What follows belongs to an exercise in optimizing a design on an open flow for small area; a production flow would make more cautious choices. The RTL was checked by simulation tests, not by an equivalence proof against the original design. Power and IR drop assume default switching activity. No driver is modelled on the clock port, so clocking that relies on it looks cheaper here than on a real chip.

===== design/flow/design.v =====
package pprd_pkg;
    localparam int SAMPLE_W   = 18;
    localparam int RATE_W     = 21;
    localparam int POS_W      = 32;
    localparam int HYST_W     = 18;
    localparam int SPM_W      = 16;
    localparam int CFG_IDX_W  = 2;
    localparam int CFG_DATA_W = 18;
    localparam int DEPTH      = 10;
    localparam logic [HYST_W-1:0] HYST_RESET = HYST_W'(300);
    localparam logic [SPM_W-1:0]  SPM_RESET  = SPM_W'(6000);
endpackage
module pprd_ring_mem #(
    parameter int LEN = 32
) (
    input  logic aclk,
    input  logic din,
    output logic dout
);
    logic [LEN-1:0] sr;
    always_ff @(posedge aclk) begin
        sr <= {din, sr[LEN-1:1]};
    end
    assign dout = sr[0];
endmodule
module pprd_divider (
    input  logic        aclk,
    input  logic        run,       
    input  logic [4:0]  ph,        
    input  logic [15:0] spm,
    input  logic        k10,       
    input  logic        dbit,      
    output logic        qstep,     
    output logic        qbit,
    output logic        done       
);
    logic [4:0] stp;
    logic       rtap, rin, rd, cy, sg, sk, ska, inw;
    logic       d1, d2, d3;
    logic       ph0, top, inw_e, act, sbit, a, b, cin, s;
    pprd_ring_mem #(.LEN(32)) u_rem (.aclk(aclk), .din(rin), .dout(rtap));
    always_comb begin
        ph0   = (ph == 5'd0);
        top   = ((ph ^ stp) == 5'd31);
        inw_e = ph0 | inw;
        act   = run & inw_e & !sk;
        sbit  = !ph[4] & spm[ph[3:0]];
        a     = run ? rd : (k10 ? d1 : sbit);
        b     = run ? (dbit ^ !sg) : (k10 ? d3 : d1);
        cin   = ph0 ? (run & !sg) : cy;
        s     = a ^ b ^ cin;
        rin   = (!run || act) ? s : rd;
        qstep = run & top;
        qbit  = act & !s;
        done  = run & (ph == 5'd31) & (stp == 5'd0);
    end
    always_ff @(posedge aclk) begin
        rd  <= (ph == 5'd31) ? rin : rtap;
        cy  <= (a & b) | (a & cin) | (b & cin);
        d1  <= sbit;
        d2  <= d1;
        d3  <= d2;
        inw <= inw_e & !top;
        ska <= (!ph0 & ska) | (dbit & (top | !inw_e));
        if (!run) begin
            stp <= 5'd31;
            sg  <= 1'b0;
            sk  <= 1'b1;
        end else begin
            if (act && top) sg <= s;
            if (ph == 5'd31) begin
                stp <= stp - 5'd1;
                sk  <= (!ph0 & ska) | (dbit & (top | !inw_e));
            end
        end
    end
endmodule
module pulse_peak_rate_detector_core #(
    parameter int RING_DEPTH = 10
) (
    input  logic                               aclk,
    input  logic                               aresetn,
    input  logic                               s_valid,
    output logic                               s_ready,
    input  logic [pprd_pkg::SAMPLE_W-1:0]      s_sample,
    output logic                               m_valid,
    input  logic                               m_ready,
    output logic [pprd_pkg::RATE_W-1:0]        m_rate,
    output logic [1:0]                         m_event_res,
    output logic [pprd_pkg::SAMPLE_W-1:0]      m_extreme_value,
    output logic                               m_falling_phase,
    input  logic                               cfg_wr_en,
    input  logic [pprd_pkg::CFG_IDX_W-1:0]     cfg_index,
    input  logic [pprd_pkg::CFG_DATA_W-1:0]    cfg_wdata
);
    localparam int SW = pprd_pkg::SAMPLE_W;
    typedef enum logic [2:0] {
        ST_INIT,    
        ST_IDLE,    
        ST_WAIT,    
        ST_INC,     
        ST_RING,    
        ST_ONE,     
        ST_DIV,
        ST_REST     
    } state_t;
    state_t                        st;
    logic [4:0]                    ph;
    logic [3:0]                    rel;
    logic [3:0]                    count;
    logic                          rising;
    logic [SW-1:0]                 ext;
    logic [pprd_pkg::HYST_W-1:0]   hyst;
    logic [pprd_pkg::SPM_W-1:0]    spm;
    logic                          evf;
    logic                          m_valid_reg;
    logic [pprd_pkg::RATE_W-2:0]   q;    
    logic                          cx, br, nz, nmx;
    logic                          ext0, hdef, sdef;    
    logic ph0, ph31, start, samp;
    logic ix_tap, ix_in, ix_nb, cx_eff;
    logic mp_tap, mp_in;
    logic rg_tap, rg_in, wr;
    logic span_f, sb, rest_f;
    logic cnt5, cnt12, div_run, qstep, qbit, div_done;
    logic xb, eb, hb, db, tb, ph18;
    logic bd, ce, pass_ok, ready, newx, event_hit;
    assign ph0  = (ph == 5'd0);
    assign ph31 = (ph == 5'd31);
    assign s_ready = ready && (st == ST_IDLE) && (!m_valid_reg || m_ready);
    assign start   = s_ready && s_valid;
    assign samp    = (st == ST_INC);
    always_comb begin
        ph18 = (ph == 5'd18);
        xb   = s_sample[ph];
        eb   = !ext0 & ext[ph];
        hb   = hdef ? pprd_pkg::HYST_RESET[ph] : hyst[ph];
        db   = eb ^ xb ^ (!ph0 & bd);
        tb   = db ^ !rising;
    end
    always_ff @(posedge aclk) begin
        bd <= (!eb & (xb | (!ph0 & bd))) | (xb & !ph0 & bd);
        ce <= (tb & !hb) | ((ph0 ? !rising : ce) & (tb | !hb));
        if (ph18) begin
            newx      <= rising ? bd : !bd;
            event_hit <= (rising ? !bd : bd) & ce;
        end
    end
    always_ff @(posedge aclk) begin
        if (!aresetn || start) begin
            ready   <= 1'b0;
            pass_ok <= 1'b0;
        end else begin
            pass_ok <= ph0 ? s_valid : pass_ok;
            if (ph18 && pass_ok) ready <= 1'b1;
        end
    end
    assign cx_eff = ph0 | cx;
    assign ix_nb  = ix_tap ^ (samp & cx_eff);
    assign ix_in  = (st != ST_INIT) & ix_nb;
    always_comb begin
        if (st == ST_INIT)    mp_in = 1'b0;
        else if (samp && nmx) mp_in = ix_nb;
        else if (span_f)      mp_in = sb;
        else if (rest_f)      mp_in = rg_tap;
        else                  mp_in = mp_tap;
    end
    assign cnt5   = (count == 4'd5);
    assign cnt12  = (count == 4'd12);
    assign wr     = (st == ST_RING) && (rel == 4'd0);
    assign rg_in  = wr ? mp_tap : rg_tap;
    assign span_f = (wr && cnt12) || ((st == ST_ONE) && (rel == 4'd6));
    assign sb     = mp_tap ^ rg_tap ^ (!ph0 & br);
    assign rest_f = (st == ST_REST) && (rel == 4'd9);
    assign div_run = (st == ST_DIV);
    always_ff @(posedge aclk) begin
        if (!aresetn) begin
            ph <= '0;
        end else begin
            ph <= ph + 5'd1;
        end
    end
    always_ff @(posedge aclk) begin
        cx <= ix_tap & cx_eff;
        br <= (!mp_tap & (rg_tap | (!ph0 & br))) | (rg_tap & !ph0 & br);
        nz <= (!ph0 & nz) | sb;
    end
    always_ff @(posedge aclk) begin
        if (!aresetn) begin
            hdef <= 1'b1;
            sdef <= 1'b1;
        end else if (cfg_wr_en) begin
            if (cfg_index == 2'd0) hdef <= 1'b0;
            if (cfg_index == 2'd1) sdef <= 1'b0;
        end
        if (cfg_wr_en && aresetn) begin
            if (cfg_index == 2'd0) hyst <= cfg_wdata;
            if (cfg_index == 2'd1) spm  <= cfg_wdata[15:0];
        end
    end
    always_ff @(posedge aclk) begin
        if (!aresetn) begin
            st          <= ST_INIT;
            rel         <= '0;
            count       <= '0;
            rising      <= 1'b1;
            ext0        <= 1'b1;
            evf         <= 1'b0;
            m_valid_reg <= 1'b0;
        end else begin
            if (m_ready) m_valid_reg <= 1'b0;
            if (ph31 && !wr) rel <= (rel == 4'd9) ? 4'd0 : rel + 4'd1;
            unique case (st)
                ST_INIT: if (ph31) st <= ST_IDLE;
                ST_IDLE: if (start) begin
                    st  <= ph31 ? ST_INC : ST_WAIT;
                    evf <= event_hit;
                    nmx <= rising & newx;
                    if (newx) begin
                        ext0 <= 1'b0;
                    end else if (event_hit) begin
                        rising <= !rising;
                    end
                    if (rising && event_hit && count != 4'd12) begin
                        count <= count + 4'd1;
                    end
                end
                ST_WAIT: if (ph31) st <= ST_INC;
                ST_INC: if (ph31) begin
                    if (evf && !rising) begin
                        st <= ST_RING;
                    end else begin
                        m_valid_reg <= 1'b1;
                        st <= ST_IDLE;
                    end
                end
                ST_RING: if (wr && ph31) begin
                    if (cnt5) begin
                        st <= ST_ONE;
                    end else if (cnt12) begin
                        st <= (nz || sb) ? ST_DIV : ST_REST;
                    end else begin
                        m_valid_reg <= 1'b1;
                        st <= ST_IDLE;
                    end
                end
                ST_ONE: if (span_f && ph31) begin
                    st <= (nz || sb) ? ST_DIV : ST_REST;
                end
                ST_DIV: if (div_done) begin
                    st <= ST_REST;
                end
                ST_REST: if (rest_f && ph31) begin
                    m_valid_reg <= 1'b1;
                    st <= ST_IDLE;
                end
                default: st <= ST_IDLE;
            endcase
        end
    end
    always_ff @(posedge aclk) begin
        if (start && newx) ext <= s_sample;
    end
    always_ff @(posedge aclk) begin
        if (samp || qstep) begin
            q <= {q[pprd_pkg::RATE_W-3:0], qbit};
        end
    end
    assign m_valid         = m_valid_reg;
    assign m_rate          = {1'b0, q};
    assign m_event_res     = {evf & rising, evf & !rising};
    assign m_extreme_value = evf ? ext : '0;
    assign m_falling_phase = !rising;
    pprd_ring_mem #(.LEN(32)) u_ix (.aclk(aclk), .din(ix_in), .dout(ix_tap));
    pprd_ring_mem #(.LEN(32)) u_mp (.aclk(aclk), .din(mp_in), .dout(mp_tap));
    pprd_ring_mem #(.LEN(32 * RING_DEPTH)) u_ring (.aclk(aclk), .din(rg_in), .dout(rg_tap));
    pprd_divider u_div (
        .aclk  (aclk),
        .run   (div_run),
        .ph    (ph),
        .spm   (sdef ? pprd_pkg::SPM_RESET : spm),
        .k10   (!cnt5),
        .dbit  (mp_tap),
        .qstep (qstep),
        .qbit  (qbit),
        .done  (div_done)
    );
endmodule

===== design/flow/run.sh =====
#!/bin/bash
# synth_recipe.tcl (not shown) runs the flow's synth.tcl, then flattens the netlist and writes it again
# the make line also repeats each setting of config.mk as NAME=value (left out here)
make -C /OpenROAD-flow-scripts/flow DESIGN_CONFIG=/design/flow/config.mk WORK_HOME=/design/flow/orfs CLKGATE_MAP_FILE= SYNTH_SCRIPT=/design/flow/synth_recipe.tcl finish

===== design/flow/config.mk =====
export PLATFORM = sky130hd
export DESIGN_NAME = pulse_peak_rate_detector_core
export DESIGN_NICKNAME = pulse_peak_rate_detector_core
export VERILOG_FILES = /design/flow/design.v
export SDC_FILE = /design/flow/constraint.sdc
export NUM_CORES = 4
export LEC_CHECK = 0
export CAP_MARGIN = 20
export CORE_MARGIN = 2
export CORE_UTILIZATION = 60
export CTS_BUF_LIST = sky130_fd_sc_hd__clkbuf_16
export CTS_CLUSTER_DIAMETER = 100
export CTS_CLUSTER_SIZE = 32
export SLEW_MARGIN = 20

===== design/flow/constraint.sdc =====
create_clock -name core_clock -period 7.5 [get_ports {aclk}]
set_input_delay 1.5000 -clock core_clock [delete_from_list [all_inputs] [get_ports {aclk}]]
set_output_delay 1.5000 -clock core_clock [all_outputs]
set_load 0.01 [all_outputs]

==> notes.md, run 1 <==
worst-path maximum fanout=3; root buf cell=clkbuf_16; Initial Utilization=61.1%; final slew viol count=0; cts repair resizes=0; Final Skew=0.0100 ns; CTS Sinks=534; max FFs per register=320; GRT overflow=0; CTS tree=built; core area=0.0226 mm^2; net load switching power=0.895 mW; DR iter-0 viols=323; final setup fails=0; Biggest register=u_ring.sr; Clock power frac=28.6%; DRT Pass-1 Iters=5; number of global-route vias before repair=6509; DR WL/cell=15.7 um; DP HPWL=12.5 mm; number of synthesized flops with an enable pin=75; largest net degree at the start of global routing=38; total power=4.47 mW; post-synthesis sequential area ratio=82.7%; dpl ws=3.19 ns; # hold bufs at CTS=0; Total Wirelength=20.2 mm; first-pass GRT wire length=33.4 mm; initial antenna violation count=0; VDD IR-drop max=0.217 mV; Leakage Power=5.89 nW; Synth Register Bits=534; Yosys cell types=63; syn_area_per_cell=15.3 um^2; share of synthesized flip-flops with an asynchronous set or reset=0%; Ant. Diodes=0; min Tclk post-route=4.31 ns; Most used DFF post-synth=dfxtp_1; Syn. warnings=4; layout cells sized above 1=5.09%; Max Cap Viol=0; pwr dens=288 mW/mm^2; GRT Total Usage=17.0%; # DRC=0; outcome=finished clean; area added between synthesis and finish=12.2%; Slew @ Worst Pin=0.788 ns; CP Data Required Time=6.00 ns; Synth Cell Area=0.0138 mm^2; r2r setup slk=4.10 ns; cell count of the worst reg-to-reg path=11; CTS Buf Count=20; Die X-Extent=156 um; power share of the combinational group=3.1%; ANT nets after route=0; clk latency of the worst-skew pair=0.54 ns; Placed Area=0.0150 mm^2; setup TNS=0 ns; RSZ-0062 raised after global routing=no; Post-CTS Setup Bufs=0; Net count, final=1045; Via density=5.01; die area=0.0243 mm^2; CP Data Arrival Time=2.81 ns; relative slew slack=47.4%; final hold vios=0; fin worst setup slack=3.19 ns; GPL Wtd Cong=0.793; worst-case hold slack=0.330 ns; fin crit share=57.5%; row count=55; I/O pin count=87; Synthesized Nets=955; via count=6437; highest clock rate=232 MHz; Tightest Hold Check Type=reg -> reg; startpoint types=primary input; post-route cell area=0.0155 mm^2; Int Power=3.57 mW; critical path class=in -> out; I/O Buffers=85; Min-Delay Path Depth=0; CTS Buffer Depth=3; Flop pwr share=68.2%; # H-tree levels=1; Sw Share=20.0%; Die Y-Extent=156 um; Post-Syn Instances=902; Clk pin slew, worst setup/hold paths=0.11 ns; Setup crit end kind=output pin
-- power groups by stage --
stage | combinational [mW] | sequential (mW) | clock [mW]
finish | 0.140 | 3.05 | 1.28
global route | 0.157 | 3.06 | 1.41
CTS | 0.140 | 3.05 | 1.31
detailed placement | 0.139 | 3.11 | 0
global placement | 0.135 | 3.11 | 0
floorplan | 0.0981 | 3.09 | 0
-- through the flow --
stage,std cells,util (%)
after floorplan,902,-
after global placement,1255,66.0
after detailed placement,1255,66.0
after CTS,1286,68.5
after global routing,1286,68.5
final,1286,68.5
-- placed cells by master (no fill, tap or decap), types with 11 or more instances in the layout --
cell	n
nand3_1	14
mux2_2	11
nor3_1	14
clkdlybuf4s50_1	85
inv_1	30
xnor2_1	14
nor2_1	42
a21oi_1	29
dfxtp_1	459
clkbuf_16	20
edfxtp_1	75
mux2i_1	16
nand2_1	38
o21ai_0	19
and2_1	23
-- critical path: stages --
cell and delay [ns]:
clkdlybuf4s50_1 0.44, nand2b_1 0.15, and3_1 0.18, clkdlybuf4s50_1 0.54
-- kinds of logic (layout without fill, tap and decap cells) --
group	after synthesis	count (layout)	synth area share, %
compound gates	87	87	4.01
xor+xnor	22	22	1.39
fa+ha+maj	11	11	1.03
buf+inv	45	144	1.63
flops	534	534	82.7
mux	32	32	2.95
other cells	1	1	0.0271
simple gates	170	170	6.24
-- path summary, 6_finish.rpt --
kind	startpoint	end
worst max-delay path	m_ready	s_ready
worst min-delay path	u_div.u_rem.sr[24]	u_div.u_rem.sr[23]
worst max register to register	ph[0]	u_div.rd
worst min register to register	u_div.u_rem.sr[24]	u_div.u_rem.sr[23]
-- cells in the mapped netlist (all sizes together), types with 2 or more instances --
cell type	n	area share (%)
and2	24	1.1
edfxtp	75	16
nand3	14	0.51
inv	21	0.57
nor2b	7	0.32
o31ai	4	0.22
mux2i	16	1.2
nor4	4	0.23
mux2	11	0.90
or4b	2	0.14
xnor2	14	0.89
dfxtp	459	66
a2111oi	4	0.30
o211ai	4	0.22
nand4	2	0.090
buf	12	0.72
nor2	42	1.1
nand2	38	1.0
ha	9	0.81
o21ai	19	0.69
a211oi	3	0.16
a21boi	2	0.11
xor2	8	0.51
a31oi	3	0.14
nand3b	3	0.16
or2	2	0.091
nor3	14	0.51
and3	4	0.18
a31o	2	0.13
o22ai	5	0.23
nand2b	6	0.27
mux4	5	0.90
a311oi	3	0.24
a21oi	30	1.1
nor4b	4	0.25
clkbuf	11	0.31
-- per-layer routing --
layer | vias to the layer above | track usage (%) | part of all wire [%]
met1 | 3076 | 24.8 | 48
met3 | 36 | 2.83 | 4.1
li1 | 3200 | - | -
met4 | 0 | 4.76 | 1.8
met5 | - | 0 | 0
met2 | 125 | 26.7 | 46
-- final cells by class --
class,count,area [um^2]
multi-input combinational,323,2170
clock inverter,11,61.3
sequential,534,11400
inverter,22,82.6
tap,285,357
fill,1598,7130
clock buffer,20,500
timing repair buffer,91,896
==> run 2: changes to the inputs <==
==> design/flow/flow/run.sh (new file) <==
#!/bin/bash
# Layout flow: the standard ORFS flow (standard.sh) with two changes:
#  - the port buffers that global placement inserts are the smallest buffer
#    (buf_1) rather than the resizer's default choice;
#  - clock tree synthesis uses clkbuf_16 with sink clusters of up to 32 and no
#    dummy loads at the leaves.
# make's output goes to flow.log here; ORFS keeps each step's log under orfs/logs.
set -euo pipefail
export BUFFER_PORTS_ARGS="-buffer_cell sky130_fd_sc_hd__buf_1"
export CTS_ARGS="-sink_clustering_enable -repair_clock_nets -sink_clustering_size 18 -sink_clustering_max_diameter 70 -buf_list sky130_fd_sc_hd__clkbuf_8 -dont_use_dummy_load"
bash standard.sh > flow.log 2>&1
==> design/flow/standard.sh (new file) <==
#!/bin/bash
# synth_recipe.tcl (not shown) runs the flow's synth.tcl, then flattens the netlist and writes it again
# the make line also repeats each setting of config.mk as NAME=value (left out here)
make -C /OpenROAD-flow-scripts/flow DESIGN_CONFIG=/design/flow/config.mk WORK_HOME=/design/flow/orfs CLKGATE_MAP_FILE= SYNTH_SCRIPT=/design/flow/synth_recipe.tcl "${@:-finish}"
--- a/design/flow/config.mk
+++ b/design/flow/config.mk
@@ -10,5 +10,2 @@
 export CORE_UTILIZATION = 60
-export CTS_BUF_LIST = sky130_fd_sc_hd__clkbuf_16
-export CTS_CLUSTER_DIAMETER = 100
-export CTS_CLUSTER_SIZE = 32
 export SLEW_MARGIN = 20
removed: design/flow/run.sh
==> notes.md, run 2 <==
number of synthesized flops with an enable pin=75; ANT nets after route=0; GRT met2 Usage=25.5%; setup TNS=0 ns; M3 GR Usage=3.33%; VDD IR-drop max=0.213 mV; Area contributors post-synth=dfxtp_1 (66%), edfxtp_1 (16%), mux2i_1 (1.2%); CTS tree=built; GRT overflow=0; syn_area_per_cell=15.3 um^2; max FFs per register=320; Clock power frac=27.0%; # hold bufs at CTS=0; pwr dens=291 mW/mm^2; cell count of the worst reg-to-reg path=11; Net count, final=1060; commonest non-fill, non-tap cells in the layout=dfxtp_1 (459), buf_1 (85), edfxtp_1 (75); Final Skew=0.0260 ns; Die X-Extent=156 um; worst-case hold slack=0.324 ns; largest net degree at the start of global routing=35; Synthesized Nets=955; CTS Buf Count=35; top post-synthesis cells by count=dfxtp_1 (459), edfxtp_1 (75), nor2_1 (42), nand2_1 (38), a21oi_1 (30); first-pass GRT wire length=32.5 mm; DR WL/cell=15.0 um; DR iter-0 viols=402; area added between synthesis and finish=7.73%; sequential cell area=0.0114 mm^2; Most used DFF post-synth=dfxtp_1; highest clock rate=280 MHz; # H-tree levels=2; critical path launch point=m_ready; Tightest Hold Check Type=reg -> reg; CTS Buffer Depth=3; hold path start=u_ring.sr[211]; dpl cells=1255; fin crit share=47.7%; GRT Total Usage=16.6%; global route hottest layer=met2; final setup fails=0; RR Startpoint=ph[0]; min Tclk post-route=3.58 ns; fillers=1639; CP Data Arrival Time=2.08 ns; Via density=4.97; Int Power=3.48 mW; initial antenna violation count=0; RR Endpoint=u_div.rd; Synth top area share=66.4%; outcome=finished clean; Initial Utilization=61.1%; GPL Wtd Cong=0.834; startpoint types=primary input; Ant. Diodes=0; CTS Sinks=534; net load switching power=0.860 mW; root buf cell=clkbuf_8; Setup crit end kind=output pin; r2r setup slk=4.06 ns; I/O pin count=87; Min-Delay Path Depth=0; # DRC=0; layout cells sized above 1=6.37%; I/O Buffers=85; Cell Count, Final, Fillers Out=1290; Syn. warnings=4; Slew @ Worst Pin=0.762 ns; final core utilization=65.8%; row count=55; Leakage Power=5.62 nW; Sw Share=19.8%; cts repair resizes=0; Hold Crit Endpoint=u_ring.sr[210]; die area=0.0243 mm^2; worst-path maximum fanout=3; clk latency of the worst-skew pair=0.53 ns; share of synthesized flip-flops with an asynchronous set or reset=0%; number of global-route vias before repair=6597; Synth Register Bits=534; power share of the combinational group=2.9%; CP Data Required Time=6.00 ns; final slew viol count=0; Die Y-Extent=156 um; area of the multi-input gates=0.00217 mm^2; most common cell after layout, fill and taps aside=dfxtp_1; Biggest register=u_ring.sr; most common cell in the netlist=dfxtp_1; Max Cap Viol=0; grt met1 use=24.2%; post-synthesis sequential area ratio=82.7%; DP HPWL=12.0 mm; relative slew slack=48.5%; Post-Syn Instances=902; via count=6417; Clk pin slew, worst setup/hold paths=0.10 ns; Yosys cell types=63; Post-CTS Setup Bufs=0; Total Wirelength=19.3 mm; Flop pwr share=70.1%; DRT Pass-1 Iters=5; RSZ-0062 raised after global routing=no; critical path class=in -> out; Synth Cell Area=0.0138 mm^2; area leader, netlist=dfxtp_1; final hold vios=0; core area=0.0226 mm^2
run 2: cell families (layout without fill, tap and decap cells):
logic type	Yosys count	after routing	share of synthesized area, %
DFF	534	534	82.7
muxes	32	32	2.95
AOI/OAI and AO/OA	87	87	4.01
and+or+nand+nor	170	170	6.24
xor gates and xnor gates	22	22	1.39
buffers and inverters	45	148	1.63
adders and majority gates	11	11	1.03
other	1	1	0.0271
run 2: power by group through the flow:
stage               Clock, mW  Combinational (mW)  Sequential, mW
floorplan                   0              0.0981            3.09
global placement            0               0.122            3.11
detailed placement          0               0.126            3.11
CTS                      1.22               0.127            3.05
global route             1.32               0.142            3.06
finish                   1.17               0.127            3.04
run 2: layout make-up:
| type | count | area share [%] |
|---|---|---|
| clock buffers | 35 | 3.23 |
| inverters | 22 | 0.554 |
| multi-input cells | 323 | 14.6 |
| flip-flops and latches | 534 | 76.8 |
| well taps | 285 | 2.39 |
| repair buffers | 91 | 2.44 |
run 2: how the worst max path moves through the flow:
stage | endpoint | slack, ns | cells past startpoint
after floorplan | hyst[0] | 2.99 | 3
after global placement | s_ready | 3.92 | 4
after detailed placement | s_ready | 3.92 | 4
after CTS | s_ready | 3.91 | 3
after global routing | u_div.rd | 3.75 | 11
final | s_ready | 3.92 | 4
run 2: per-stage QoR:
step           power [mW]  cell area [um^2]  setup slack [ns]
6_report             4.34             14900              3.92
2_1_floorplan        3.19             13800              2.99
3_5_place_dp         3.23             14400              3.92
5_1_grt              4.52             14900              3.75
3_3_place_gp         3.23             14400              3.92
4_1_cts              4.39             14900              3.91
run 2: metal layers:
| layer | share of wire, % | up-vias |
|---|---|---|
| li1 | - | 3213 |
| met1 | 49 | 3059 |
| met4 | 2.1 | 0 |
| met2 | 45 | 117 |
| met3 | 4.2 | 28 |
| met5 | 0 | - |
run 2: worst max-delay path, stage by stage:
cell      delay [ns]
buf_1           0.07
nand2b_1        0.18
and3_1          0.21
buf_1           0.12
==> run 3: changes to the inputs <==
--- a/design/flow/flow/run.sh
+++ b/design/flow/flow/run.sh
@@ -9,3 +9,3 @@
 export BUFFER_PORTS_ARGS="-buffer_cell sky130_fd_sc_hd__buf_1"
-export CTS_ARGS="-sink_clustering_enable -repair_clock_nets -sink_clustering_size 18 -sink_clustering_max_diameter 70 -buf_list sky130_fd_sc_hd__clkbuf_8 -dont_use_dummy_load"
+export CTS_ARGS="-sink_clustering_enable -repair_clock_nets -sink_clustering_size 32 -sink_clustering_max_diameter 100 -buf_list sky130_fd_sc_hd__clkbuf_16 -dont_use_dummy_load -root_buf sky130_fd_sc_hd__clkbuf_8"
 bash standard.sh > flow.log 2>&1
==> notes.md, run 3 <==
critical-path cell list=nor3b_1 > and3_1 > buf_1; sequential cell area=0.0114 mm^2; GRT overflow=0; number of global-route vias before repair=6441; Setup crit end kind=output pin; total power=4.35 mW; via count=6367; fillers=1634; largest net degree at the start of global routing=35; Max Cap Viol=0; root buf cell=clkbuf_8; DR iter-0 viols=388; CTS Buf Count=20; CP peak stage delay=0.66 ns; clk latency of the worst-skew pair=0.63 ns; power share of the combinational group=2.9%; critical path class=reg -> out; worst-path maximum fanout=17; DR WL/cell=15.1 um; VDD IR-drop max=0.212 mV; Slew @ Worst Pin=0.838 ns; post-route cell area=0.0149 mm^2; number of synthesized flops with an enable pin=75; Final Skew=0.0735 ns; final setup fails=0; Area contributors post-synth=dfxtp_1 (66%), edfxtp_1 (16%), mux2i_1 (1.2%); Post-CTS Setup Bufs=0; net load switching power=0.852 mW; RSZ-0062 raised after global routing=no; I/O pin count=87; Die X-Extent=156 um; GRT Total Usage=16.3%; row count=55; final slew viol count=0; # H-tree levels=1; relative slew slack=43.3%; CP Data Arrival Time=2.17 ns; Ant. Diodes=0; Sw Share=19.6%; Synth Cell Area=0.0138 mm^2; Synth Register Bits=534; fin crit share=48.9%; hold path start=u_ring.sr[211]; area leader, netlist=dfxtp_1; CP Buf/Inv Count=1; die area=0.0243 mm^2; Placed Area=0.0144 mm^2; ANT nets after route=0; final hold vios=0; highest clock rate=273 MHz; # hold bufs at CTS=0; I/O Buffers=85; DP HPWL=12.0 mm; setup TNS=0 ns; r2r setup slk=4.07 ns; RR Startpoint=ph[0]; startpoint types=flop; commonest non-fill, non-tap cells in the layout=dfxtp_1 (459), buf_1 (85), edfxtp_1 (75); initial antenna violation count=0; post-synthesis sequential area ratio=82.7%; DRT Pass-1 Iters=4; min Tclk post-route=3.67 ns; first-pass GRT wire length=32.1 mm; Clock power frac=27.2%; CTS tree=built; Most used DFF post-synth=dfxtp_1; Int Power=3.50 mW; most common cell after layout, fill and taps aside=dfxtp_1; Total Wirelength=19.3 mm; CP Data Required Time=6.00 ns; Leakage Power=5.60 nW; Top Family by Delay on Critical Path=simple AND/OR/NAND/NOR gates; Via density=4.99; max FFs per register=320; Net count, final=1045; Crit-path slowest cell=dfxtp_1; critical path launch point=st[0]; CTS Buffer Depth=3; area added between synthesis and finish=7.63%; outcome=finished clean; CTS Sinks=534; syn_area_per_cell=15.3 um^2; top post-synthesis cells by count=dfxtp_1 (459), edfxtp_1 (75), nor2_1 (42), nand2_1 (38), a21oi_1 (30); Post-Syn Instances=902; most common cell in the netlist=dfxtp_1; final core utilization=65.7%; Flop pwr share=69.9%; share of synthesized flip-flops with an asynchronous set or reset=0%; layout cells sized above 1=4.95%; Synth top area share=66.4%; Clk pin slew, worst setup/hold paths=0.12 ns; Synthesized Nets=955; Initial Utilization=61.1%; worst-case hold slack=0.286 ns; Biggest register=u_ring.sr; GPL Wtd Cong=0.834; area of the multi-input gates=0.00217 mm^2; Tightest Hold Check Type=reg -> reg; Die Y-Extent=156 um; # DRC=0; Syn. warnings=4; Yosys cell types=63; pwr dens=292 mW/mm^2; cts repair resizes=0; core area=0.0226 mm^2
==> run 3: final cells by class <==
cell class / count / share of cell area, %
Clock buffer: 20 / 3.14
Inverter: 22 / 0.555
Multi-Input combinational cell: 323 / 14.6
Sequential cell: 534 / 76.9
Tap cell: 285 / 2.40
Timing Repair Buffer: 91 / 2.45
==> run 3: per-layer routing <==
metal	routed length, um	share of wire [%]	vias to the layer above	track usage [%]
met2	8680	45	105	25.9
met3	668	3.5	26	2.31
met5	0	0	-	0
met4	399	2.1	0	3.98
li1	-	-	3182	-
met1	9510	49	3054	24.1
==> run 3: cell families (layout without fill, tap and decap cells) <==
group / Yosys count / count (layout) / share of synthesized area [%]
AO/OA/AOI/OAI: 87 / 87 / 4.01
XOR/XNOR: 22 / 22 / 1.39
adder cells (fa/ha/maj): 11 / 11 / 1.03
buffers and inverters: 45 / 133 / 1.63
flip-flops: 534 / 534 / 82.7
multiplexers: 32 / 32 / 2.95
other: 1 / 1 / 0.0271
AND/OR/NAND/NOR: 170 / 170 / 6.24
==> run 3: final timing paths <==
check,to,depth (start not counted)
worst max register to register,u_div.rd,8
worst min-delay path,u_ring.sr[210],0
worst min register to register,u_ring.sr[210],0
worst max-delay path,s_ready,3
==> run 3: stage by stage <==
stage	instances	setup WS [ns]
after global routing	1275	3.72
after detailed placement	1255	3.92
after global placement	1255	3.92
after floorplan	902	2.99
final	1275	3.83
after CTS	1275	3.78
==> run 3: power by group through the flow <==
stage	logic, mW	registers, mW	clock network [mW]
finish	0.126	3.04	1.18
global route	0.142	3.06	1.31
CTS	0.127	3.05	1.22
detailed placement	0.126	3.11	0
global placement	0.122	3.11	0
floorplan	0.0981	3.09	0
==> run 3: worst register-to-register path: cells and delay by family (launching register included) <==
family	cells	cell delay, ns
AO/OA/AOI/OAI	1	0.35
multiplexers	2	0.55
flip-flops	1	0.36
adder cells (fa/ha/maj)	2	0.71
AND/OR/NAND/NOR	1	0.78
buffers and inverters	2	0.59
==> run 4: changes to the inputs <==
--- a/design/flow/flow/run.sh
+++ b/design/flow/flow/run.sh
@@ -9,3 +9,3 @@
 export BUFFER_PORTS_ARGS="-buffer_cell sky130_fd_sc_hd__buf_1"
-export CTS_ARGS="-sink_clustering_enable -repair_clock_nets -sink_clustering_size 32 -sink_clustering_max_diameter 100 -buf_list sky130_fd_sc_hd__clkbuf_16 -dont_use_dummy_load -root_buf sky130_fd_sc_hd__clkbuf_8"
+export CTS_ARGS="-sink_clustering_enable -repair_clock_nets -sink_clustering_size 32 -sink_clustering_max_diameter 100 -buf_list sky130_fd_sc_hd__clkbuf_8 -sink_clustering_buffer sky130_fd_sc_hd__clkbuf_16 -root_buf sky130_fd_sc_hd__clkbuf_8 -dont_use_dummy_load"
 bash standard.sh > flow.log 2>&1
==> notes.md, run 4 <==
most common cell in the netlist=dfxtp_1; outcome=finished clean; DR WL/cell=15.1 um; Hold Crit Endpoint=u_ring.sr[210]; RR Startpoint=ph[0]; post-synthesis sequential area ratio=82.7%; Area contributors post-synth=dfxtp_1 (66%), edfxtp_1 (16%), mux2i_1 (1.2%); Post-CTS Setup Bufs=0; # H-tree levels=1; first-pass GRT wire length=32.1 mm; Min-Delay Path Depth=0; clk latency of the worst-skew pair=0.63 ns; post-route cell area=0.0149 mm^2; setup TNS=0 ns; root buf cell=clkbuf_8; Synth top area share=66.4%; CTS Buf Count=20; CP peak stage delay=0.66 ns; via count=6367; min Tclk post-route=3.67 ns; Synthesized Nets=955; # DRC=0; power share of the combinational group=2.9%; Setup crit end kind=output pin; Slew @ Worst Pin=0.838 ns; CP Data Required Time=6.00 ns; number of global-route vias before repair=6441; row count=55; r2r setup slk=4.07 ns; relative slew slack=43.3%; Clk pin slew, worst setup/hold paths=0.12 ns; mux cell area share after synthesis=2.95%; Max Cap Viol=0; Die X-Extent=156 um; Syn. warnings=4; final slew viol count=0; fin crit share=48.9%; Post-Synth Adder-Cell Area=1.03%; net load switching power=0.852 mW; Int Power=3.50 mW; DRT Pass-1 Iters=4; Top Family by Delay on Critical Path=simple AND/OR/NAND/NOR gates; core area=0.0226 mm^2; DP HPWL=12.0 mm; final hold vios=0; Sw Share=19.6%; critical path launch point=st[0]; Clock power frac=27.2%; top post-synthesis cells by count=dfxtp_1 (459), edfxtp_1 (75), nor2_1 (42), nand2_1 (38), a21oi_1 (30); CTS Buffer Depth=3; Flop pwr share=69.9%; share of synthesized flip-flops with an asynchronous set or reset=0%; most common cell after layout, fill and taps aside=dfxtp_1; GPL Wtd Cong=0.834; worst-path maximum fanout=17; Final Skew=0.0735 ns; critical path class=reg -> out; critical-path cell list=nor3b_1 > and3_1 > buf_1; area added between synthesis and finish=7.63%; Post-Syn Instances=902; Die Y-Extent=156 um; GRT Total Usage=16.3%; XOR/XNOR Fraction of Synth Area=1.39%; largest net degree at the start of global routing=35; VDD IR-drop max=0.212 mV; Via density=4.99; die area=0.0243 mm^2; Synth Register Bits=534; DR iter-0 viols=388; Synth Cell Area=0.0138 mm^2; layout cells sized above 1=4.95%; pwr dens=292 mW/mm^2; startpoint types=flop; syn_area_per_cell=15.3 um^2; Placed Area=0.0144 mm^2; # hold bufs at CTS=0; I/O Buffers=85; Synth Area in Simple Gates=6.24%; Yosys cell types=63; Total Wirelength=19.3 mm; CP Data Arrival Time=2.17 ns; CTS Sinks=534; I/O pin count=87; Leakage Power=5.60 nW; largest family of logic cells by synthesized area=simple AND/OR/NAND/NOR gates; initial antenna violation count=0; final setup fails=0; Initial Utilization=61.1%; RSZ-0062 raised after global routing=no; Crit-path slowest cell=dfxtp_1; Tightest Hold Check Type=reg -> reg; CTS tree=built; number of synthesized flops with an enable pin=75; cell count of the worst reg-to-reg path=8; area leader, netlist=dfxtp_1; RR Endpoint=u_div.rd; Synth Area in Compound Gates=4.01%; ANT nets after route=0; Ant. Diodes=0; Biggest register=u_ring.sr; Most used DFF post-synth=dfxtp_1; GRT overflow=0; Net count, final=1045; CP Buf/Inv Count=1; commonest non-fill, non-tap cells in the layout=dfxtp_1 (459), buf_1 (85), edfxtp_1 (75); cts repair resizes=0; hold path start=u_ring.sr[211]; max FFs per register=320; highest clock rate=273 MHz
[run 4: cell counts after synthesis]
No cell type changed its count.
[run 4: worst max path at each step]
stage	to	slack, ns	cells past startpoint
after global placement	s_ready	3.92	4
after detailed placement	s_ready	3.92	4
after global routing	s_ready	3.72	3
final	s_ready	3.83	3
after CTS	s_ready	3.78	3
after floorplan	hyst[0]	2.99	3
[run 4: final cells by class]
class	instances	area, um^2
timing repair buffer	91	364
clock buffer	20	467
inverter	22	82.6
sequential	534	11400
multi-input combinational	323	2170
tap	285	357
fill	1634	7750
[run 4: per-stage QoR]
stage          hold WS (ns)  power (mW)  instances  worst slack, ns  util, %
6_report              0.286        4.35       1275             3.83     65.7
3_3_place_gp          0.313        3.23       1255             3.92     63.7
2_1_floorplan         0.310        3.19        902             2.99        -
4_1_cts               0.281        4.39       1275             3.78     65.7
3_5_place_dp          0.312        3.23       1255             3.92     63.7
5_1_grt               0.290        4.52       1275             3.72     65.7
[run 4: metal layers]
metal / track usage (%) / vias to the layer above / part of all wire (%)
li1: - / 3182 / -
met5: 0 / - / 0
met3: 2.31 / 26 / 3.5
met4: 3.98 / 0 / 2.1
met1: 24.1 / 3054 / 49
met2: 25.9 / 105 / 45
[run 4: power groups by stage]
stage	registers [mW]	logic [mW]	clock network [mW]
after global placement	3.11	0.122	0
after CTS	3.05	0.127	1.22
after global routing	3.06	0.142	1.31
after detailed placement	3.11	0.126	0
after floorplan	3.09	0.0981	0
final	3.04	0.126	1.18
[run 4: cell families (layout without fill, tap and decap cells)]
family	after synthesis	in the layout
AO/OA/AOI/OAI	87	87
flip-flops	534	534
XOR/XNOR	22	22
AND/OR/NAND/NOR	170	170
buffers and inverters	45	133
multiplexers	32	32
other	1	1
adder cells (fa/ha/maj)	11	11
==> run 5: changes to the inputs <==
--- a/design/flow/flow/run.sh
+++ b/design/flow/flow/run.sh
@@ -9,3 +9,3 @@
 export BUFFER_PORTS_ARGS="-buffer_cell sky130_fd_sc_hd__buf_1"
-export CTS_ARGS="-sink_clustering_enable -repair_clock_nets -sink_clustering_size 32 -sink_clustering_max_diameter 100 -buf_list sky130_fd_sc_hd__clkbuf_8 -sink_clustering_buffer sky130_fd_sc_hd__clkbuf_16 -root_buf sky130_fd_sc_hd__clkbuf_8 -dont_use_dummy_load"
+export CTS_ARGS="-sink_clustering_enable -repair_clock_nets -sink_clustering_size 32 -sink_clustering_max_diameter 100 -buf_list sky130_fd_sc_hd__clkbuf_16 -dont_use_dummy_load"
 bash standard.sh > flow.log 2>&1
==> notes.md, run 5 <==
startpoint types=flop; number of synthesized flops with an enable pin=75; most common cell in the netlist=dfxtp_1; layout cells sized above 1=4.95%; # hold bufs at CTS=0; initial antenna violation count=0; Tightest Hold Check Type=reg -> reg; Flop pwr share=69.3%; # H-tree levels=1; CTS Buffer Depth=3; root buf cell=clkbuf_16; Final Skew=0.0534 ns; core area=0.0226 mm^2; Leakage Power=5.61 nW; Setup crit end kind=output pin; Crit-path slowest cell=dfxtp_1; commonest non-fill, non-tap cells in the layout=dfxtp_1 (459), buf_1 (85), edfxtp_1 (75); I/O pin count=87; DP HPWL=12.0 mm; outcome=finished clean; Clk pin slew, worst setup/hold paths=0.11 ns; Net count, final=1045; Top Family by Delay on Critical Path=simple AND/OR/NAND/NOR gates; RSZ-0062 raised after global routing=no; power share of the combinational group=2.9%; DR iter-0 viols=404; critical path launch point=st[0]; Min-Delay Path Depth=0; cts repair resizes=0; CP Buf/Inv Count=1; Initial Utilization=61.1%; Die X-Extent=156 um; Biggest register=u_ring.sr; pwr dens=294 mW/mm^2; DRT Pass-1 Iters=5; Post-Syn Instances=902; ANT nets after route=0; Slew @ Worst Pin=0.824 ns; GRT overflow=0; CP peak stage delay=0.66 ns; via count=6400; Synthesized Nets=955; Total Wirelength=19.3 mm; top post-synthesis cells by count=dfxtp_1 (459), edfxtp_1 (75), nor2_1 (42), nand2_1 (38), a21oi_1 (30); max FFs per register=320; Yosys cell types=63; Top Layer Used=met4; Die Y-Extent=156 um; hold path start=u_ring.sr[211]; CTS Buf Count=20; GPL Wtd Cong=0.834; Sw Share=19.4%; Clock power frac=27.8%; share of synthesized flip-flops with an asynchronous set or reset=0%; area added between synthesis and finish=7.87%; DR WL/cell=15.1 um; met3 WL=734 um; # DRC=0; critical path class=reg -> out; CTS Sinks=534; final hold vios=0; critical-path cell list=nor3b_1 > and3_1 > buf_1; largest net degree at the start of global routing=35; final core utilization=65.9%; Synth Register Bits=534; cell count of the worst reg-to-reg path=8; area of the multi-input gates=0.00217 mm^2; fin crit share=47.7%; Ant. Diodes=0; Synth top area share=66.4%; min Tclk post-route=3.58 ns; net load switching power=0.852 mW; final setup fails=0; RR Endpoint=u_div.rd; relative slew slack=44.3%; row count=55; GRT Total Usage=16.4%; area leader, netlist=dfxtp_1; Most used DFF post-synth=dfxtp_1; Max Cap Viol=0; first-pass GRT wire length=32.2 mm; die area=0.0243 mm^2; M1 WL=9.51 mm; CP Data Required Time=6.00 ns; final slew viol count=0; clk latency of the worst-skew pair=0.54 ns; setup TNS=0 ns; r2r setup slk=4.06 ns; most common cell after layout, fill and taps aside=dfxtp_1; sequential cell area=0.0114 mm^2; syn_area_per_cell=15.3 um^2; VDD IR-drop max=0.212 mV; number of global-route vias before repair=6439; highest clock rate=279 MHz; CTS tree=built; worst-path maximum fanout=17; RR Startpoint=ph[0]; Synth Cell Area=0.0138 mm^2; Syn. warnings=4; Hold Crit Endpoint=u_ring.sr[210]; Int Power=3.54 mW; post-synthesis sequential area ratio=82.7%; CP Data Arrival Time=2.08 ns; Via density=5.02; fillers=1631; I/O Buffers=85; Area contributors post-synth=dfxtp_1 (66%), edfxtp_1 (16%), mux2i_1 (1.2%); Post-CTS Setup Bufs=0; met2 wire len=8.64 mm
==> run 5: cell count changes in the layout (fill, tap and decap cells not counted) <==
cell | previous run | this run
clkbuf_16 | 17 | 20
clkbuf_8 | 3 | 0
==> run 5: power groups by stage <==
stage / clock, mW / combinational [mW] / sequential (mW)
finish: 1.22 / 0.127 / 3.04
global route: 1.36 / 0.142 / 3.06
CTS: 1.27 / 0.127 / 3.05
detailed placement: 0 / 0.126 / 3.11
global placement: 0 / 0.122 / 3.11
floorplan: 0 / 0.0981 / 3.09
==> run 5: layer usage <==
| layer | GRT usage [%] | vias to the layer above |
|---|---|---|
| li1 | - | 3185 |
| met1 | 24.1 | 3064 |
| met2 | 25.9 | 120 |
| met3 | 2.56 | 31 |
| met4 | 4.24 | 0 |
| met5 | 0 | - |
==> run 5: logic make-up (layout without fill, tap and decap cells) <==
kind of cell,count (synthesis),in the layout,share of synthesized area [%]
AO/OA/AOI/OAI,87,87,4.01
XOR/XNOR,22,22,1.39
adder cells (fa/ha/maj),11,11,1.03
buffers and inverters,45,133,1.63
flip-flops,534,534,82.7
multiplexers,32,32,2.95
other,1,1,0.0271
AND/OR/NAND/NOR,170,170,6.24
==> run 5: how the worst max path moves through the flow <==
| stage | end | depth (start not counted) | slack, ns |
|---|---|---|---|
| 2_1_floorplan | hyst[0] | 3 | 2.99 |
| 3_3_place_gp | s_ready | 4 | 3.92 |
| 3_5_place_dp | s_ready | 4 | 3.92 |
| 4_1_cts | s_ready | 3 | 3.86 |
| 5_1_grt | u_div.rd | 11 | 3.76 |
| 6_report | s_ready | 3 | 3.92 |
==> run 5: worst reg2reg max path, stage by stage (launching register included) <==
cell and delay (ns):
dfxtp_1 0.36, buf_4 0.29, inv_1 0.31, ha_1 0.21, or4b_2 0.78, o31ai_1 0.35
fa_1 0.50, mux2_2 0.29, mux2_2 0.26
==> run 5: cell type report <==
cell class	count	share of cell area [%]
clock buffers	20	3.35
inverters	22	0.554
multi-input cells	323	14.6
flip-flops and latches	534	76.7
well taps	285	2.39
repair buffers	91	2.44
==> run 5: metrics by stage <==
stage	area (um^2)	instances	worst slack [ns]	hold slack, ns	power (mW)
final	14900	1275	3.92	0.302	4.39
after detailed placement	14400	1255	3.92	0.312	3.23
after global placement	14400	1255	3.92	0.313	3.23
after floorplan	13800	902	2.99	0.310	3.19
after global routing	14900	1275	3.76	0.304	4.56
after CTS	14900	1275	3.86	0.298	4.44
==> run 6: changes to the inputs <==
--- a/design/flow/flow/run.sh
+++ b/design/flow/flow/run.sh
@@ -9,3 +9,3 @@
 export BUFFER_PORTS_ARGS="-buffer_cell sky130_fd_sc_hd__buf_1"
-export CTS_ARGS="-sink_clustering_enable -repair_clock_nets -sink_clustering_size 32 -sink_clustering_max_diameter 100 -buf_list sky130_fd_sc_hd__clkbuf_16 -dont_use_dummy_load"
+export CTS_ARGS="-sink_clustering_enable -repair_clock_nets -sink_clustering_size 35 -sink_clustering_max_diameter 90 -buf_list sky130_fd_sc_hd__clkbuf_16 -dont_use_dummy_load"
 bash standard.sh > flow.log 2>&1
==> notes.md, run 6 <==
Synthesized Nets=955; die area=0.0243 mm^2; CP Data Required Time=6.00 ns; area leader, netlist=dfxtp_1; Int Power=3.52 mW; Top Family by Delay on Critical Path=simple AND/OR/NAND/NOR gates; # DRC=0; critical-path cell list=nor3b_1 > and3_1 > buf_1; Die Y-Extent=156 um; critical path class=reg -> out; critical path launch point=st[0]; final setup fails=0; Sw Share=19.4%; root buf cell=clkbuf_16; commonest non-fill, non-tap cells in the layout=dfxtp_1 (459), buf_1 (85), edfxtp_1 (75); worst-case hold slack=0.312 ns; Placed Area=0.0144 mm^2; Tightest Hold Check Type=reg -> reg; worst-path maximum fanout=17; Total Wirelength=19.3 mm; Net count, final=1044; Clk pin slew, worst setup/hold paths=0.11 ns; Max Cap Viol=0; setup TNS=0 ns; Synth Register Bits=534; CTS Buffer Depth=3; min Tclk post-route=3.59 ns; GRT Total Usage=16.3%; RSZ-0062 raised after global routing=no; Cell Count, Final, Fillers Out=1274; via count=6364; Leakage Power=5.60 nW; outcome=finished clean; Die X-Extent=156 um; Initial Utilization=61.1%; CTS tree=built; share of synthesized flip-flops with an asynchronous set or reset=0%; # hold bufs at CTS=0; DP HPWL=12.0 mm; syn_area_per_cell=15.3 um^2; ANT nets after route=0; DR WL/cell=15.1 um; hold path start=u_ring.sr[203]; Yosys cell types=63; fin crit share=47.9%; pwr dens=293 mW/mm^2; GRT met2 Usage=25.7%; relative slew slack=44.9%; total power=4.37 mW; CP Data Arrival Time=2.09 ns; Area contributors post-synth=dfxtp_1 (66%), edfxtp_1 (16%), mux2i_1 (1.2%); Synth Cell Area=0.0138 mm^2; GRT overflow=0; most common cell in the netlist=dfxtp_1; M3 GR Usage=2.42%; Biggest register=u_ring.sr; startpoint types=flop; DRT Pass-1 Iters=5; dpl cells=1255; row count=55; I/O Buffers=85; number of global-route vias before repair=6402; Via density=5.00; CP Buf/Inv Count=1; area added between synthesis and finish=7.69%; VDD IR-drop max=0.239 mV; CTS Sinks=534; cts repair resizes=0; top post-synthesis cells by count=dfxtp_1 (459), edfxtp_1 (75), nor2_1 (42), nand2_1 (38), a21oi_1 (30); net load switching power=0.848 mW; Most used DFF post-synth=dfxtp_1; Setup crit end kind=output pin; Flop pwr share=69.7%; layout cells sized above 1=4.85%; I/O pin count=87; RR Startpoint=ph[0]; post-route cell area=0.0149 mm^2; final hold vios=0; r2r setup slk=4.06 ns; # H-tree levels=1; global route hottest layer=met2; post-synthesis sequential area ratio=82.7%; fillers=1634; GPL Wtd Cong=0.834; Post-CTS Setup Bufs=0; final slew viol count=0; Post-Syn Instances=902; clk latency of the worst-skew pair=0.54 ns; core area=0.0226 mm^2; final core utilization=65.8%; Clock power frac=27.4%; Final Skew=0.0570 ns; Ant. Diodes=0; fin worst setup slack=3.91 ns; grt met1 use=24.1%; Crit-path slowest cell=dfxtp_1; DR iter-0 viols=410; power share of the combinational group=2.9%; Slew @ Worst Pin=0.816 ns; CP peak stage delay=0.67 ns; largest net degree at the start of global routing=36; Syn. warnings=4; number of synthesized flops with an enable pin=75; max FFs per register=320; initial antenna violation count=0; most common cell after layout, fill and taps aside=dfxtp_1; CTS Buf Count=19; first-pass GRT wire length=32.1 mm; dpl ws=3.92 ns; Synth top area share=66.4%; highest clock rate=278 MHz
-- run 6: area by class of cell --
type	instances	area, um^2	share of cell area (%)
Clock buffer	19	475	3.19
Tap cell	285	357	2.39
Inverter	22	82.6	0.554
Sequential cell	534	11400	76.8
Timing Repair Buffer	91	364	2.44
Multi-Input combinational cell	323	2170	14.6
-- run 6: path summary, 6_finish.rpt --
check | to | cells past startpoint
hold reg to reg | u_ring.sr[202] | 0
hold / removal | u_ring.sr[202] | 0
setup reg to reg | u_div.rd | 8
setup / recovery | s_ready | 3
-- run 6: layer usage --
layer  wire [um]  vias up
met1        9630     3041
met2        8520      110
met5           0        -
met3         676       31
li1            -     3182
met4         430        0
-- run 6: power by group through the flow --
stage,clock [mW],combinational [mW],sequential (mW)
2_1_floorplan,0,0.0981,3.09
3_3_place_gp,0,0.122,3.11
3_5_place_dp,0,0.126,3.11
4_1_cts,1.24,0.127,3.05
5_1_grt,1.33,0.142,3.06
6_report,1.20,0.127,3.04
-- run 6: cells by family after synthesis --
| group | synth area share, % |
|---|---|
| buffers and inverters | 1.63 |
| xor gates and xnor gates | 1.39 |
| AOI/OAI and AO/OA | 4.01 |
| and+or+nand+nor | 6.24 |
| muxes | 2.95 |
| DFF | 82.7 |
| adders and majority gates | 1.03 |
| other | 0.0271 |
-- run 6: worst register-to-register path: stages (launching register included) --
cell,delay [ns]
dfxtp_1,0.37
buf_4,0.29
inv_1,0.30
ha_1,0.21
or4b_2,0.78
o31ai_1,0.35
fa_1,0.50
mux2_2,0.29
mux2_2,0.26
==> run 7: changes to the inputs <==
--- a/design/flow/config.mk
+++ b/design/flow/config.mk
@@ -7,5 +7,5 @@
 export LEC_CHECK = 0
-export CAP_MARGIN = 20
+export CAP_MARGIN = 0
 export CORE_MARGIN = 2
 export CORE_UTILIZATION = 60
-export SLEW_MARGIN = 20
+export SLEW_MARGIN = 0
==> notes.md, run 7 <==
# hold bufs at CTS=0; I/O Buffers=85; I/O pin count=87; GPL Wtd Cong=0.834; fillers=1634; Net count, final=1044; root buf cell=clkbuf_16; layout cells sized above 1=4.85%; # H-tree levels=1; number of global-route vias before repair=6402; critical path class=reg -> out; CTS Buf Count=19; Synth Area in Compound Gates=4.01%; ANT nets after route=0; final slew viol count=0; final hold vios=0; final setup fails=0; Max Cap Viol=0; area added between synthesis and finish=7.69%; cts repair resizes=0; clk latency of the worst-skew pair=0.54 ns; Most used DFF post-synth=dfxtp_1; Post-Syn Instances=902; syn_area_per_cell=15.3 um^2; Final Skew=0.0570 ns; Cell Count, Final, Fillers Out=1274; die area=0.0243 mm^2; top post-synthesis cells by count=dfxtp_1 (459), edfxtp_1 (75), nor2_1 (42), nand2_1 (38), a21oi_1 (30); DR iter-0 viols=410; mux cell area share after synthesis=2.95%; Area contributors post-synth=dfxtp_1 (66%), edfxtp_1 (16%), mux2i_1 (1.2%); most common cell after layout, fill and taps aside=dfxtp_1; # DRC=0; XOR/XNOR Fraction of Synth Area=1.39%; GRT overflow=0; share of synthesized flip-flops with an asynchronous set or reset=0%; relative slew slack=44.9%; row count=55; CP Data Arrival Time=2.09 ns; RSZ-0062 raised after global routing=no; r2r setup slk=4.06 ns; Ant. Diodes=0; Synthesized Nets=955; Syn. warnings=4; via count=6364; GRT Total Usage=16.3%; CP peak stage delay=0.67 ns; Setup crit end kind=output pin; sequential cell area=0.0114 mm^2; setup TNS=0 ns; DP HPWL=12.0 mm; Yosys cell types=63; number of synthesized flops with an enable pin=75; Slew @ Worst Pin=0.816 ns; Total Wirelength=19.3 mm; max FFs per register=320; VDD IR-drop max=0.239 mV; Post-CTS Setup Bufs=0; fin crit share=47.9%; min Tclk post-route=3.59 ns; Via density=5.00; pwr dens=293 mW/mm^2; DR WL/cell=15.1 um; Biggest register=u_ring.sr; largest net degree at the start of global routing=36; most common cell in the netlist=dfxtp_1; Synth top area share=66.4%; Die X-Extent=156 um; initial antenna violation count=0; highest clock rate=278 MHz; critical-path cell list=nor3b_1 > and3_1 > buf_1; Tightest Hold Check Type=reg -> reg; Crit-path slowest cell=dfxtp_1; worst-path maximum fanout=17; DRT Pass-1 Iters=5; CP Data Required Time=6.00 ns; outcome=finished clean; worst-case hold slack=0.312 ns; Die Y-Extent=156 um; startpoint types=flop; Synth Area in Simple Gates=6.24%; CTS tree=built; Synth Cell Area=0.0138 mm^2; Leakage Power=5.60 nW; dpl cells=1255; Clk pin slew, worst setup/hold paths=0.11 ns; area leader, netlist=dfxtp_1; area of the multi-input gates=0.00217 mm^2; largest family of logic cells by synthesized area=simple AND/OR/NAND/NOR gates; core area=0.0226 mm^2; total power=4.37 mW; commonest non-fill, non-tap cells in the layout=dfxtp_1 (459), buf_1 (85), edfxtp_1 (75); Post-Synth Adder-Cell Area=1.03%; Synth Register Bits=534; Initial Utilization=61.1%; first-pass GRT wire length=32.1 mm; post-synthesis sequential area ratio=82.7%; CTS Sinks=534; CTS Buffer Depth=3
[run 7: where the power goes]
part / switching (mW) / leakage [nW] / internal (mW)
logic: 0.0725 / 0.973 / 0.0541
clock network: 0.735 / 0.234 / 0.462
registers: 0.0406 / 4.39 / 3.00
[run 7: final cells by class]
cell class              instances  area share [%]
flip-flops and latches        534            76.8
clock buffers                  19            3.19
well taps                     285            2.39
repair buffers                 91            2.44
multi-input cells             323            14.6
inverters                      22           0.554
[run 7: per-stage QoR]
step | setup WS [ns] | util [%] | area [um^2]
detailed placement | 3.92 | 63.7 | 14400
finish | 3.91 | 65.8 | 14900
global placement | 3.92 | 63.7 | 14400
global route | 3.77 | 65.8 | 14900
floorplan | 2.99 | - | 13800
CTS | 3.89 | 65.8 | 14900
[run 7: final timing paths]
check | from | end | cells after the start
setup / recovery | st[0] | s_ready | 3
setup reg to reg | ph[0] | u_div.rd | 8
hold reg to reg | u_ring.sr[203] | u_ring.sr[202] | 0
hold / removal | u_ring.sr[203] | u_ring.sr[202] | 0
[run 7: cell families after synthesis]
kind of cell    Yosys count
mux                      32
simple gates            170
other cells               1
flops                   534
fa+ha+maj                11
compound gates           87
xor+xnor                 22
buf+inv                  45
[run 7: metal layers]
| layer | GRT usage [%] | up-vias | part of all wire, % |
|---|---|---|---|
| li1 | - | 3182 | - |
| met1 | 24.1 | 3041 | 50 |
| met2 | 25.7 | 110 | 44 |
| met3 | 2.42 | 31 | 3.5 |
| met4 | 4.28 | 0 | 2.2 |
| met5 | 0 | - | 0 |
[run 7: worst max-delay path, delay by kind of cell (launching register included)]
family / cells / cell delay [ns]
buf+inv: 1 / 0.15
flops: 1 / 0.67
simple gates: 2 / 0.74
==> run 8: changes to the inputs <==
--- a/design/flow/config.mk
+++ b/design/flow/config.mk
@@ -10,2 +10,3 @@
 export CORE_UTILIZATION = 60
+export GPL_TIMING_DRIVEN = 0
 export SLEW_MARGIN = 0
==> notes.md, run 8 <==
outcome=finished clean; Crit-path slowest cell=dfxtp_1; Ant. Diodes=0; CP Buf/Inv Count=2; pwr dens=292 mW/mm^2; RSZ-0062 raised after global routing=no; Post-CTS Setup Bufs=0; Clk pin slew, worst setup/hold paths=0.12 ns; Synth top area share=66.4%; number of synthesized flops with an enable pin=75; Most used DFF post-synth=dfxtp_1; setup TNS=0 ns; commonest non-fill, non-tap cells in the layout=dfxtp_1 (459), buf_1 (85), edfxtp_1 (75); Yosys cell types=63; sequential cell area=0.0114 mm^2; Biggest register=u_ring.sr; CTS Buf Count=19; top post-synthesis cells by count=dfxtp_1 (459), edfxtp_1 (75), nor2_1 (42), nand2_1 (38), a21oi_1 (30); Synth Register Bits=534; # hold bufs at CTS=0; row count=55; max FFs per register=320; Min-Delay Path Depth=0; RR Startpoint=ph[1]; CP Data Arrival Time=4.05 ns; share of synthesized flip-flops with an asynchronous set or reset=0%; clk latency of the worst-skew pair=0.53 ns; WP depth=11; GPL Wtd Cong=0.845; dpl cells=1274; critical path launch point=ph[1]; initial antenna violation count=0; DP HPWL=12.9 mm; # DRC=0; ANT nets after route=0; hold path start=u_ix.sr[25]; fillers=1611; Slew @ Worst Pin=1.01 ns; most common cell in the netlist=dfxtp_1; cell count of the worst reg-to-reg path=11; GRT Total Usage=16.8%; final slew viol count=0; I/O Buffers=84; die area=0.0243 mm^2; min Tclk post-route=3.63 ns; I/O pin count=87; Tightest Hold Check Type=reg -> reg; DR WL/cell=15.5 um; CTS Sinks=534; Synth Cell Area=0.0138 mm^2; area of the multi-input gates=0.00218 mm^2; Leakage Power=5.66 nW; via count=6457; Post-Syn Instances=902; area added between synthesis and finish=8.60%; fin crit share=48.4%; VDD IR-drop max=0.227 mV; CTS tree=built; Synthesized Nets=955; Die X-Extent=156 um; Net count, final=1063; layout cells sized above 1=5.75%; Cell Count, Final, Fillers Out=1293; Syn. warnings=4; syn_area_per_cell=15.3 um^2; post-synthesis sequential area ratio=82.7%; first-pass GRT wire length=32.8 mm; cts repair resizes=0; root buf cell=clkbuf_16; area leader, netlist=dfxtp_1; Via density=4.99; worst-path maximum fanout=10; CTS Buffer Depth=3; CP peak stage delay=0.52 ns; Area contributors post-synth=dfxtp_1 (66%), edfxtp_1 (16%), mux2i_1 (1.2%); GRT overflow=0; startpoint types=flop; core area=0.0226 mm^2; critical-path cell list=clkbuf_1 > buf_2 > nand2_1 > a21oi_1 > o21ai_0 > a311oi_1 > mux2i_1 > a21oi_1 > fa_1 > mux2_2 > mux2_2; Initial Utilization=61.1%; DRT Pass-1 Iters=5; most common cell after layout, fill and taps aside=dfxtp_1; critical path class=reg -> reg; Die Y-Extent=156 um; # H-tree levels=1; number of global-route vias before repair=6502; Total Wirelength=20.1 mm; final hold vios=0; Final Skew=0.0382 ns; relative slew slack=32.0%; Setup crit end kind=flop; CP Data Required Time=7.92 ns; Max Cap Viol=0; DR iter-0 viols=314; highest clock rate=276 MHz; largest net degree at the start of global routing=36; Top Family by Delay on Critical Path=compound AO/OA/AOI/OAI gates; final setup fails=0
-- run 8: path summary, 6_finish.rpt --
check,end,slack (ns)
worst max-delay path,u_div.rd,3.87
worst min-delay path,u_ix.sr[24],0.32
worst max register to register,u_div.rd,3.87
worst min register to register,u_ix.sr[24],0.32
-- run 8: report_power, final --
group | switching [mW] | leakage, nW | total, mW | internal (mW)
registers | 0.0386 | 4.39 | 3.04 | 3.00
logic | 0.0813 | 1.04 | 0.139 | 0.0581
clock network | 0.738 | 0.234 | 1.20 | 0.462
total | 0.858 | 5.66 | 4.38 | 3.52
-- run 8: per-stage QoR --
stage               hold slack [ns]  area [um^2]  utilization (%)  total power [mW]  worst slack [ns]
finish                        0.320        15000             66.3              4.38              3.87
global route                  0.323        15000             66.3              4.53              3.68
CTS                           0.321        15000             66.3              4.42              3.81
detailed placement            0.312        14500             64.2              3.24              3.81
global placement              0.310        14500             64.1              3.24              1.71
floorplan                     0.310        13800                -              3.19              2.99
-- run 8: cells by family after synthesis --
group,count (synthesis),synth area share (%)
DFF,534,82.7
buffers and inverters,45,1.63
xor gates and xnor gates,22,1.39
other,1,0.0271
adders and majority gates,11,1.03
and+or+nand+nor,170,6.24
muxes,32,2.95
AOI/OAI and AO/OA,87,4.01
-- run 8: cell type report --
cell class                      count  share of cell area [%]
Multi-Input combinational cell    323                    14.5
Clock buffer                       19                    3.17
Sequential cell                   534                    76.2
Buffer                             23                   0.950
Timing Repair Buffer               87                    2.30
Tap cell                          285                    2.37
Inverter                           22                   0.550
-- run 8: routing by layer --
| layer | part of all wire, % | GRT usage, % |
|---|---|---|
| met1 | 48 | 24.1 |
| met2 | 46 | 27.4 |
| met3 | 3.7 | 2.44 |
| met4 | 2.0 | 3.89 |
| met5 | 0 | 0 |
==> run 9: changes to the inputs <==
--- a/design/flow/design.v
+++ b/design/flow/design.v
@@ -129,3 +129,3 @@
     assign ph31 = (ph == 5'd31);
-    assign s_ready = ready && (st == ST_IDLE) && (!m_valid_reg || m_ready);
+    assign s_ready = aresetn && ready && (st == ST_IDLE) && (!m_valid_reg || m_ready);
     assign start   = s_ready && s_valid;
--- a/design/flow/flow/run.sh
+++ b/design/flow/flow/run.sh
@@ -4,3 +4,3 @@
 #    (buf_1) rather than the resizer's default choice;
-#  - clock tree synthesis uses clkbuf_16 with sink clusters of up to 32 and no
+#  - clock tree synthesis uses clkbuf_16 with sink clusters of up to 35 and no
 #    dummy loads at the leaves.
--- a/design/flow/config.mk
+++ b/design/flow/config.mk
@@ -7,6 +7,5 @@
 export LEC_CHECK = 0
-export CAP_MARGIN = 0
+export CAP_MARGIN = 20
 export CORE_MARGIN = 2
 export CORE_UTILIZATION = 60
-export GPL_TIMING_DRIVEN = 0
-export SLEW_MARGIN = 0
+export SLEW_MARGIN = 20
==> notes.md, run 9 <==
hold path start=u_ix.sr[15]; Tightest Hold Check Type=reg -> reg; Cell Count, Final, Fillers Out=1260; Area contributors post-synth=dfxtp_1 (66%), edfxtp_1 (16%), mux2i_1 (1.4%); final slew viol count=0; Leakage Power=5.51 nW; fin worst setup slack=3.50 ns; core area=0.0226 mm^2; syn_area_per_cell=15.5 um^2; row count=55; Synth Cell Area=0.0139 mm^2; GRT Total Usage=16.0%; share of synthesized flip-flops with an asynchronous set or reset=0%; number of global-route vias before repair=6358; CTS Buf Count=19; Synthesized Nets=949; post-route cell area=0.0149 mm^2; I/O Buffers=85; Die Y-Extent=156 um; Post-CTS Setup Bufs=0; Synth Register Bits=534; CTS Buffer Depth=3; max FFs per register=320; total power=4.27 mW; CTS Sinks=534; dpl ws=3.50 ns; startpoint types=primary input; Min-Delay Path Depth=0; final core utilization=65.9%; Max Cap Viol=0; # DRC=0; area leader, netlist=dfxtp_1; met3 WL=568 um; GPL Wtd Cong=0.825; fin crit share=53.4%; Yosys cell types=68; RR Endpoint=u_div.rd; Initial Utilization=61.2%; GRT overflow=0; first-pass GRT wire length=31.7 mm; largest net degree at the start of global routing=41; cell count of the worst reg-to-reg path=10; outcome=finished clean; DR iter-0 viols=400; Net count, final=1029; DP HPWL=11.8 mm; RR Startpoint=ph[0]; r2r setup slk=3.86 ns; M1 WL=9.41 mm; critical path class=in -> out; min Tclk post-route=4.00 ns; Hold Crit Endpoint=u_ix.sr[14]; pwr dens=286 mW/mm^2; CP Data Required Time=6.00 ns; Most used DFF post-synth=dfxtp_1; dpl cells=1239; Syn. warnings=4; Die X-Extent=156 um; met2 wire len=8.49 mm; most common cell after layout, fill and taps aside=dfxtp_1; die area=0.0243 mm^2; Final Skew=0.0336 ns; final hold vios=0; CTS tree=built; post-synthesis sequential area ratio=82.6%; worst-path maximum fanout=26; Top Layer Used=met4; Synth top area share=66.3%; number of synthesized flops with an enable pin=75; area added between synthesis and finish=7.68%; Via density=5.01; cts repair resizes=0; # hold bufs at CTS=0; Slew @ Worst Pin=1.15 ns; setup TNS=0 ns; top post-synthesis cells by count=dfxtp_1 (459), edfxtp_1 (75), nand2_1 (35), and2_1 (30), o21ai_0 (24); Placed Area=0.0144 mm^2; ANT nets after route=0; Post-Syn Instances=896; via count=6312; worst-case hold slack=0.326 ns; CP Data Arrival Time=2.50 ns; final setup fails=0; Total Wirelength=19.0 mm; commonest non-fill, non-tap cells in the layout=dfxtp_1 (458), buf_1 (85), edfxtp_1 (75); most common cell in the netlist=dfxtp_1; root buf cell=clkbuf_16; initial antenna violation count=1; # H-tree levels=1; DRT Pass-1 Iters=4; DR WL/cell=15.1 um; layout cells sized above 1=5.34%; highest clock rate=250 MHz; relative slew slack=22.3%; Setup crit end kind=output pin; clk latency of the worst-skew pair=0.52 ns; RSZ-0062 raised after global routing=no; I/O pin count=87; VDD IR-drop max=0.214 mV; Biggest register=u_ring.sr; Clk pin slew, worst setup/hold paths=0.11 ns
-- run 9: kinds of logic after synthesis --
kind of cell	Yosys count	synth area share (%)
DFF	534	82.6
muxes	32	2.74
and+or+nand+nor	175	6.98
adders and majority gates	11	1.03
xor gates and xnor gates	20	1.32
AOI/OAI and AO/OA	83	4.06
buffers and inverters	40	1.27
other	1	0.0271
-- run 9: critical path: stages --
cell,delay [ns]
buf_1,0.08
buf_4,0.26
nand2_1,0.12
nor4_1,0.30
buf_1,0.24
-- run 9: layout make-up --
cell class,count,area [um^2]
Fill cell,1642,7720
Antenna cell,1,2.50
Sequential cell,534,11400
Inverter,12,45.0
Tap cell,285,357
Timing Repair Buffer,87,338
Clock buffer,19,475
Multi-Input combinational cell,322,2260
-- run 9: worst max path at each step --
stage / startpoint / endpoint / slack (ns) / depth (start not counted)
after floorplan: cfg_index[1] / hyst[0] / 3.64 / 1
after global placement: aresetn / s_ready / 3.58 / 5
after detailed placement: aresetn / s_ready / 3.50 / 5
after CTS: aresetn / s_ready / 3.49 / 5
after global routing: aresetn / s_ready / 3.38 / 5
final: aresetn / s_ready / 3.50 / 5
-- run 9: metal layers --
layer / global-route usage (%) / up-vias
li1: - / 3156
met1: 23.3 / 3031
met2: 25.1 / 92
met3: 2.33 / 33
met4: 5.33 / 0
met5: 0 / -
-- run 9: power breakdown --
group	total (mW)	switching, mW	leakage [nW]	internal [mW]
sequential	2.98	0.0319	4.32	2.95
combinational	0.0860	0.0444	0.963	0.0416
clock	1.20	0.738	0.234	0.462

-- port drivers added, routing unchanged --
No port has a modelled driver above. Below, the same layouts with a new extraction and two added sets of constraints. Step 1 assumes that a clkbuf_16 drives the clock port and a buf_2 every other input. Step 2 adds t to the input delays and takes it off the output delays; t is the mean of the earliest and latest rising clock arrival at the registers after step 1. Input paths then give back, and output paths get back, about the clock's delay inside the block. Slacks: ideal ports / drivers / drivers and shift; pairs: ideal ports / drivers.
run	t (ns)	setup slack, ns	hold slack, ns	worst setup path after step 2	slew at the worst register clock pin (ns)
run 1	0.583	3.189 / 3.161 / 3.161	0.330 / 0.330 / 0.330	input to output	0.12 / 0.12
run 2	0.565	3.923 / 3.898 / 3.904	0.324 / 0.324 / 0.324	input to output	0.11 / 0.11
run 3	0.631	3.830 / 3.789 / 3.908	0.286 / 0.286 / 0.286	input to output	0.12 / 0.12
run 4	0.631	3.830 / 3.789 / 3.908	0.286 / 0.286 / 0.286	input to output	0.12 / 0.12
run 5	0.565	3.919 / 3.872 / 3.905	0.302 / 0.302 / 0.302	input to output	0.11 / 0.11
run 6	0.555	3.909 / 3.861 / 3.903	0.312 / 0.312 / 0.312	input to output	0.12 / 0.12
run 7	0.555	3.909 / 3.861 / 3.903	0.312 / 0.312 / 0.312	input to output	0.12 / 0.12
run 8	0.557	3.872 / 3.872 / 3.805	0.320 / 0.320 / 0.320	input to register	0.12 / 0.12
run 9	0.559	3.496 / 3.466 / 3.466	0.326 / 0.326 / 0.326	input to output	0.13 / 0.13
After both steps setup and hold are still met in every run listed. The setup slack of run 8, which loses most, moves by 0.000 ns with the drivers and by -0.067 ns with both steps.
